Context: an optimization exercise on an open-source flow, tuned for small area and a short achievable clock period. The choices shown serve that exercise and are no tape-out recipe. Only the layout flow was run in this run; the RTL was not checked for function there. Power figures rest on the tool's default switching activity, not on a simulated workload.

File: flow/config.mk
export PLATFORM = sky130hd
export DESIGN_NAME = mem_responder
export DESIGN_NICKNAME = mem_responder
export VERILOG_FILES = /design/flow/design.v
export SDC_FILE = /design/flow/constraint.sdc
export NUM_CORES = 4
export LEC_CHECK = 0
export CAP_MARGIN = 20
export CORE_MARGIN = 2
export CORE_UTILIZATION = 70
export SETUP_SLACK_MARGIN = 2.2
export SLEW_MARGIN = 20
File: flow/constraint.sdc
create_clock -name core_clock -period 4.5 [get_ports {clk}]
set_input_delay 0.9000 -clock core_clock [delete_from_list [all_inputs] [get_ports {clk}]]
set_output_delay 0.9000 -clock core_clock [all_outputs]
set_load 0.01 [all_outputs]
File: flow/design.v
package mem_responder_pkg;
   localparam int N_RING   = 4;
   localparam int RING_LEN = 64;
   localparam int POS_W    = 6;
   localparam int WSTEP    = 5;
   localparam int RSTEP    = 3;
   localparam logic [3:0] NOP = 4'd0;
   localparam logic [3:0] ADD = 4'd1;
   localparam logic [3:0] SUB = 4'd2;
   localparam logic [3:0] AND = 4'd3;
   localparam logic [3:0] NOT = 4'd4;
   localparam logic [3:0] RD  = 4'd5;
   localparam logic [3:0] WR  = 4'd6;
   localparam logic [3:0] BR  = 4'd7;
   localparam logic [3:0] BRZ = 4'd8;
   function automatic logic is_store(input logic [3:0] op);
      return (op == WR);
   endfunction
endpackage
module mem_array #(
   parameter int unsigned word_sz  = 16,
   parameter int unsigned n_ring   = 4,
   parameter int unsigned ring_len = 64,
   parameter int unsigned wstep    = 5,
   parameter int unsigned rstep    = 3
) (
   input  logic                       i_clk,
   input  logic [n_ring*ring_len-1:0] i_wsel,
   input  logic [word_sz-1:0]         i_wdata,
   input  logic [n_ring*ring_len-1:0] i_rsel,
   input  logic                       i_xsel,
   input  logic [word_sz-1:0]         i_xdata,
   input  logic                       i_hold,
   input  logic [word_sz-1:0]         i_hdata,
   output logic [word_sz-1:0]         o_rdata
);
   localparam int unsigned N = n_ring * ring_len;
   logic [N-1:0][word_sz-1:0] r_cell;
   always_ff @(posedge i_clk) begin
      for (int r = 0; r < n_ring; r++) begin
         for (int p = 0; p < ring_len; p++) begin
            if (p % wstep == 0 && i_wsel[r * ring_len + p])
               r_cell[r * ring_len + p] <= i_wdata;
            else
               r_cell[r * ring_len + p] <= r_cell[r * ring_len + (p + ring_len - 1) % ring_len];
         end
      end
   end
   always_comb begin
      o_rdata = ({word_sz{i_xsel}} & i_xdata) | ({word_sz{i_hold}} & i_hdata);
      for (int r = 0; r < n_ring; r++)
         for (int p = 0; p < ring_len; p++)
            if (p % rstep == 0 || p == ring_len - 1)
               o_rdata = o_rdata | ({word_sz{i_rsel[r * ring_len + p]}} & r_cell[r * ring_len + p]);
   end
endmodule
import mem_responder_pkg::*;
module mem_responder #(
   parameter int unsigned word_sz     = 16,
   parameter int unsigned mem_sz      = 256,
   parameter int unsigned wait_cycles = 2
) (
   input  logic               clk,
   input  logic               rst,
   input  logic               bus_req_valid,
   output logic               bus_req_ready,
   input  logic               bus_req_write,
   input  logic [word_sz-1:0] bus_req_addr,
   input  logic [word_sz-1:0] bus_req_wdata,
   output logic               bus_rsp_valid,
   input  logic               bus_rsp_ready,
   output logic [word_sz-1:0] bus_rsp_rdata,
   output logic               bus_rsp_err
);
   localparam int unsigned NR     = mem_responder_pkg::N_RING;
   localparam int unsigned RING_W = $clog2(NR);
   localparam int unsigned POS_W  = mem_responder_pkg::POS_W;
   localparam int unsigned LEN    = mem_responder_pkg::RING_LEN;
   localparam int unsigned NHI    = LEN / 8;
   logic               r_live;      
   logic               r_ready;     
   logic               r_s1;        
   logic               r_s2;        
   logic               r_s3;        
   logic               r_valid;     
   logic               r_err;       
   logic               r_wr;        
   logic [word_sz-1:0] r_wdata;
   logic [NR-1:0]      r_rring;     
   logic [NR-1:0]      r_wring;     
   logic [7:0]         r_lo;        
   logic [NHI-1:0]     r_hi;        
   logic [NR*LEN-1:0]  r_rsel;      
   logic [NR*LEN-1:0]  r_wsel;      
   logic               r_xsel;      
   logic [word_sz-1:0] r_rsp_rdata;
   logic [POS_W-1:0]   r_rot;       
   logic               w_accept;
   logic               w_in_range;
   logic [POS_W-1:0]   w_at;
   logic [NR-1:0]      w_ring;
   logic               w_whit;      
   logic [word_sz-1:0] w_arr_rdata;
   logic [7:0]         w_lo_nx;
   logic [NHI-1:0]     w_hi_nx;
   logic [NR-1:0]      w_rring_nx;
   logic [NR-1:0]      w_wring_nx;
   logic [NR*LEN-1:0]  w_rsel_nx;
   logic [NR*LEN-1:0]  w_wsel_nx;
   assign w_accept   = r_ready && bus_req_valid;
   assign w_in_range = (32'(bus_req_addr) < mem_sz);
   assign w_at       = bus_req_addr[POS_W-1:0] + r_rot;
   always_comb begin
      w_ring = '0;
      w_ring[bus_req_addr[POS_W +: RING_W]] = 1'b1;
   end
   always_comb begin
      w_whit = 1'b0;
      for (int p = 0; p < LEN; p++)
         if (p % mem_responder_pkg::WSTEP == 0)
            w_whit = w_whit || (r_lo[((p + LEN - 1) % LEN) % 8] && r_hi[((p + LEN - 1) % LEN) / 8]);
   end
   always_comb begin
      if (w_accept) begin
         w_lo_nx    = 8'b1 << w_at[2:0];
         w_hi_nx    = NHI'(1) << w_at[POS_W-1:3];
         w_rring_nx = (!bus_req_write && w_in_range) ? w_ring : '0;
         w_wring_nx = (bus_req_write && w_in_range) ? w_ring : '0;
      end else begin
         w_lo_nx    = {r_lo[6:0], r_lo[7]};
         w_hi_nx    = r_lo[7] ? {r_hi[NHI-2:0], r_hi[NHI-1]} : r_hi;
         w_rring_nx = r_s3 ? '0 : r_rring;
         w_wring_nx = w_whit ? '0 : r_wring;
      end
      w_rsel_nx = '0;
      w_wsel_nx = '0;
      for (int r = 0; r < NR; r++)
         for (int p = 0; p < LEN; p++) begin
            if (p % mem_responder_pkg::RSTEP == 0 || p == LEN - 1)
               w_rsel_nx[r * LEN + p] = w_rring_nx[r] && w_lo_nx[p % 8] && w_hi_nx[p / 8];
            if (p % mem_responder_pkg::WSTEP == 0)
               w_wsel_nx[r * LEN + p] = w_wring_nx[r]
                                        && w_lo_nx[((p + LEN - 1) % LEN) % 8]
                                        && w_hi_nx[((p + LEN - 1) % LEN) / 8];
         end
   end
   always_ff @(posedge clk or negedge rst) begin
      if (!rst) begin
         r_live  <= 1'b0;
         r_ready <= 1'b0;
         r_s1    <= 1'b0;
         r_s2    <= 1'b0;
         r_s3    <= 1'b0;
         r_valid <= 1'b0;
         r_rring <= '0;
      end else begin
         r_live  <= 1'b1;
         r_ready <= !r_live || (r_ready && !bus_req_valid) || (r_valid && bus_rsp_ready);
         r_s1    <= w_accept;
         r_s2    <= r_s1;
         r_s3    <= r_s2;
         r_valid <= r_s3 || (r_valid && !bus_rsp_ready);
         r_rring <= w_rring_nx;
      end
   end
   always_ff @(posedge clk) begin
      r_rot   <= r_rot + 1'b1;
      r_lo    <= w_lo_nx;
      r_hi    <= w_hi_nx;
      r_wring <= w_wring_nx;
      r_rsel  <= w_rsel_nx;
      r_wsel  <= w_wsel_nx;
      r_xsel  <= w_accept && (bus_req_write || !w_in_range);
      if (w_accept) begin
         r_err   <= !w_in_range;
         r_wr    <= bus_req_write && w_in_range;
         r_wdata <= bus_req_wdata;
      end
      r_rsp_rdata <= w_arr_rdata;
   end
   mem_array #(
      .word_sz  (word_sz),
      .n_ring   (NR),
      .ring_len (LEN),
      .wstep    (mem_responder_pkg::WSTEP),
      .rstep    (mem_responder_pkg::RSTEP)
   ) u_mem_array (
      .i_clk   (clk),
      .i_wsel  (r_wsel),
      .i_wdata (r_wdata),
      .i_rsel  (r_rsel),
      .i_xsel  (r_xsel && r_wr),
      .i_xdata (r_wdata),
      .i_hold  (!((|r_rsel) || r_xsel)),
      .i_hdata (r_rsp_rdata),
      .o_rdata (w_arr_rdata)
   );
   assign bus_req_ready = r_ready;
   assign bus_rsp_valid = r_valid;
   assign bus_rsp_rdata = r_rsp_rdata;
   assign bus_rsp_err   = r_err;
endmodule
File: flow/flow/run.sh
#!/bin/bash
# Standard layout with a leaner clock tree: no dummy loads, larger sink clusters.
export CTS_ARGS="-sink_clustering_enable -repair_clock_nets -dont_use_dummy_load -buf_list {sky130_fd_sc_hd__clkbuf_8 sky130_fd_sc_hd__clkbuf_16} -sink_clustering_size 30 -sink_clustering_max_diameter 60"
bash standard.sh > standard.log 2>&1
File: flow/standard.sh
#!/bin/bash
# synth_recipe.tcl (not shown) runs the flow's synth.tcl, then flattens the netlist and writes it again
# the make line also repeats each setting of config.mk as NAME=value (left out here)
make -C /OpenROAD-flow-scripts/flow DESIGN_CONFIG=/design/flow/config.mk WORK_HOME=/design/flow/orfs CLKGATE_MAP_FILE= SYNTH_SCRIPT=/design/flow/synth_recipe.tcl "${@:-finish}"
==> impl_results.md <==
* Mapped Cells at 6728
* Clk slew on worst S/H paths at approximately 0.1 ns
* PortBufs at 55
* Synth Area in XOR/XNOR at 0.06565%
* Vias per cell at 6.697
* Sw frac at between 20% and 30%
* Max Fclk at 402.4 MHz
* Largest net degree at the start of global routing at 54
* Synth unique cells at between 50 and 60
* Fill count at 8819
* Worst VDD drop at 0.4579 mV
* Simple-gate share of the synthesized area at approximately 1.8%
* Headroom to the max-slew limit at around 17%
* Clock root cell: clkbuf_16
* Int Pwr at 45410 uW
* DRT iter0 DRCs at 10540
* Initial Util at 70.35%
* Clock Skew at just over 0.07 ns
* Die Y at just under 400 um
* Routed WL at roughly 370000 um
* Logic gate share of total power at 1.1%
* Worst skew pair latency at ~0.83 ns
* Top FF cell, synth: dfxtp_1
* Mapped Avg Cell Area at roughly 16 sq um
* Post-synthesis instance area at around 110000 sq um
* Net count after synthesis at between 6000 and 7000
* WHS Path Cells at 0
* Largest family of logic cells by synthesized area: multiplexers
* Number of max-cap violations at 0
* First-pass GRT wire length at 478600 um
* Initial antenna violation count at 36
* RR Endpoint: r_rsp_rdata[7]
* Setup TNS at 0 ns
* CP max stage cell: or4_4
* Crit-path cells: buf_12 > nor4_4 > nand4_1 > or4_4 > nor3_4 > buf_12 > buf_16 > a2111o_1
* WL per Instance at a little over 40 um
* Nets@finish at 6997
* Number of synthesized flops with an enable pin at 18
* CTS tree: yes
* Most used cell, CP: buf_12
* Cell with the most instances after synthesis: dfxtp_1
* Final hold viol count at 0
* Synth warn at 2
* Cts bufs inserted at roughly 180
* Static leakage at ~0.047 uW
* FF-to-FF setup slack at between 2 and 2.5 ns
* RSZ-0062 raised after global routing: true
* Post-synthesis compound-gate area fraction at approximately 6.5%
* RR Startpoint: r_rsel[155]
* Met3 WL at approximately 55000 um
* Util after Layout at approximately 80%
* CORE AREA at 151700 sq um
* Layout cells sized above 1 at between 20% and 30%
* Psw at between 10000 and 15000 uW
* H-tree depth at 4
* Seq/Total Area, Yosys at about four fifths
* Delay of the slowest cell on the worst path at slightly below 0.6 ns
* Slew Viols, Final at 0
* Die W at 394.5 um
* Final setup violation count at 0
* Hold Path Class: reg -> reg
* Worst Path Arrival at approximately 3.2 ns
* Adder-Cell Fraction of Synth Area at less than 1%
* Clock power frac at a little under a third
* Status: complete, no violations
* Min-Delay Startpoint: u_mem_array.r_cell[2704]
* Total GRT Usage at a little under half
* Dpl hpwl at between 200000 and 250000 um
* Area leader, netlist: dfxtp_1
* DIE AREA at 155600 sq um
* Drt pass-1 iters at 9
* Routed Antenna Nets at 0
* # rows at approximately 140
* Mux share of post-synthesis cell area at under 10%
* Routed length on met2 at approximately 150000 um
* Hold Path Sink: u_mem_array.r_cell[2720]
* Crit start category: flop
* Routability cong. at approximately 0.96
* Total grt overflow at 0
* DR vias at 60390
* DRC errors left at 0
* Final Cycle Share at 55.23%
* Post-synth top area share at 80.26%
* Clk sink count at between 4000 and 5000
* Min Clock Period, post-route at 2.485 ns
* Synth top cells by count: dfxtp_1, mux2_2, a22o_1
* Synth top area cells: dfxtp_1, mux2_2, a22o_1
* Reg power frac at between 60% and 70%
* FF+latch count, synth at approximately 4300
* Layout area overhead at 11.19%
* Top layer in use: met5
* Deepest clock path buffer count at 3
* Vias in the first global route at roughly 55000
* P per Cell Area at ~480 nW/um^2
* IO Pins at 56
* Worst setup path class: reg -> reg
* Async SR Flop Fraction at less than 1%
* R2R depth at 8
* Actual slew at the worst max-slew pin at ~1.2 ns
* Crit path required time at about 5.3 ns
* Routed length on met1 at 140000 um
* Worst setup EP type: flop
* CP max FO at 13
[cell type report]
type	count	area [sq um]	share of cell area (%)
diodes	37	92.59	0.07801
clock buffers	178	4454	3.753
inverters	28	108.9	0.09172
multi-input cells	2004	19870	16.74
flip-flops and latches	4307	86880	73.20
well taps	2030	2540	2.140
repair buffers	434	4742	3.996
[power groups by stage]
stage	registers, uW	clock network (uW)	logic [uW]
floorplan	39100	0	252
global placement	39100	0	466
detailed placement	39100	0	470
CTS	38200	17900	529
global route	38200	19200	622
finish	38200	18100	612
[routing by layer]
layer  global-route usage (%)  vias to the layer above
li1                         -                    23640
met1                    64.18                    29910
met2                    62.36                     5412
met3                    16.78                     1398
met4                    27.99                       32
met5                   0.8621                        -
[layout by cell type, fill, tap and decap left out, types with 6 or more instances in the layout]
cell type	instances
dfxtp_1	4120
nor2_1	48
a221oi_1	246
dfrtp_1	10
buf_8	17
a22o_1	333
buf_6	44
nor3_1	37
buf_16	12
nor2_4	9
a2111o_1	16
or4_1	14
clkbuf_16	181
mux2i_1	7
buf_12	68
inv_1	20
clkdlybuf4s50_1	32
mux2_2	833
dfxtp_2	69
a22oi_2	6
edfxtp_1	18
nor4_1	8
a221oi_2	88
nand3_1	9
nand2_1	58
o21a_1	6
inv_2	6
dfxtp_4	90
diode_2	37
buf_4	238
nor3_4	12
a22oi_1	32
nor3_2	19
nor4_2	6
buf_2	15
nor4_4	10
nand4_1	102
a211oi_2	26
[cell families after synthesis]
kind of cell    Yosys count
flops                  4307
mux                     840
compound gates          793
buf+inv                 419
simple gates            353
xor+xnor                  8
fa+ha+maj                 7
other cells               1
[registers in the layout, indices dropped and copies added, names as in the netlist, 4 cells and up]
| register | flops |
|---|---|
| r_rot | 6 |
| u_mem_array.r_cell | 4096 |
| r_wsel | 52 |
| r_rsel | 88 |
| r_lo | 8 |
| r_rsp_rdata | 16 |
| r_rring | 4 |
| r_hi | 8 |
| r_wdata | 16 |
| r_wring | 4 |
[critical path, delay by kind of cell, from the launching register on]
family	cells	cell delay, ns
AND/OR/NAND/NOR	4	1.20
AO/OA/AOI/OAI	1	0.17
buffers and inverters	3	0.57
flip-flops	1	0.40
[stage by stage]
step                total power [uW]  setup slack, ns  instance area [sq um]  instances  hold slack, ns
global placement               39550           0.9188                 109700       8585          0.3095
global route                   58050            1.995                 118600       8981          0.2740
floorplan                      39330            1.855                 106900       6728          0.3096
detailed placement             39550           0.8688                 109700       8585          0.3121
finish                         56840            2.015                 118700       9018          0.2753
CTS                            56560            2.061                 116400       8887          0.2810
[worst max-delay path by stage]
| stage | from | to | slack (ns) | cells after the start |
|---|---|---|---|---|
| floorplan | bus_req_addr[1] | r_rsel[0] | 1.86 | 7 |
| CTS | r_rsp_rdata[4] | bus_rsp_rdata[4] | 2.06 | 1 |
| global placement | bus_req_addr[1] | r_wsel[197] | 0.92 | 7 |
| global route | r_rsel[15] | r_rsp_rdata[7] | 2.00 | 8 |
| detailed placement | bus_req_addr[1] | r_wsel[197] | 0.87 | 7 |
| finish | r_rsel[155] | r_rsp_rdata[7] | 2.01 | 8 |
[what timing repair did]
action / CTS / global route
setup buffers: 118 / 89
pin swaps: 37 / 42
setup endpoints to repair: 166 / 149
resized for setup: 371 / 249
gates cloned: 6 / 5
hold buffers: 0 / 0

[what the ideal ports hide]
How much do the figures lean on ideal ports? The routed layout below was timed once more, with nothing changed but the port constraints.
Step 1 (the two cells are an assumption about what drives the block):
set clk [get_ports {clk}]
set_driving_cell -lib_cell sky130_fd_sc_hd__clkbuf_16 $clk
set_driving_cell -lib_cell sky130_fd_sc_hd__buf_2 [delete_from_list [all_inputs] $clk]
Step 2 times the ports against the registers' clock, not the clock port: input delays grow and output delays shrink by t, the midpoint of the rising clock arrivals with the driver on.
Three values: ideal, step 1, step 2; two values: the first two.
t, ns: 0.899
slack for setup (ns): 2.015 / 2.015 / 1.232
worst register clock-pin slew, ns: 0.12 / 0.12
After both steps this run still meets setup and hold. The setup slack of this run moves by 0.000 ns with the drivers and by -0.783 ns with both steps.
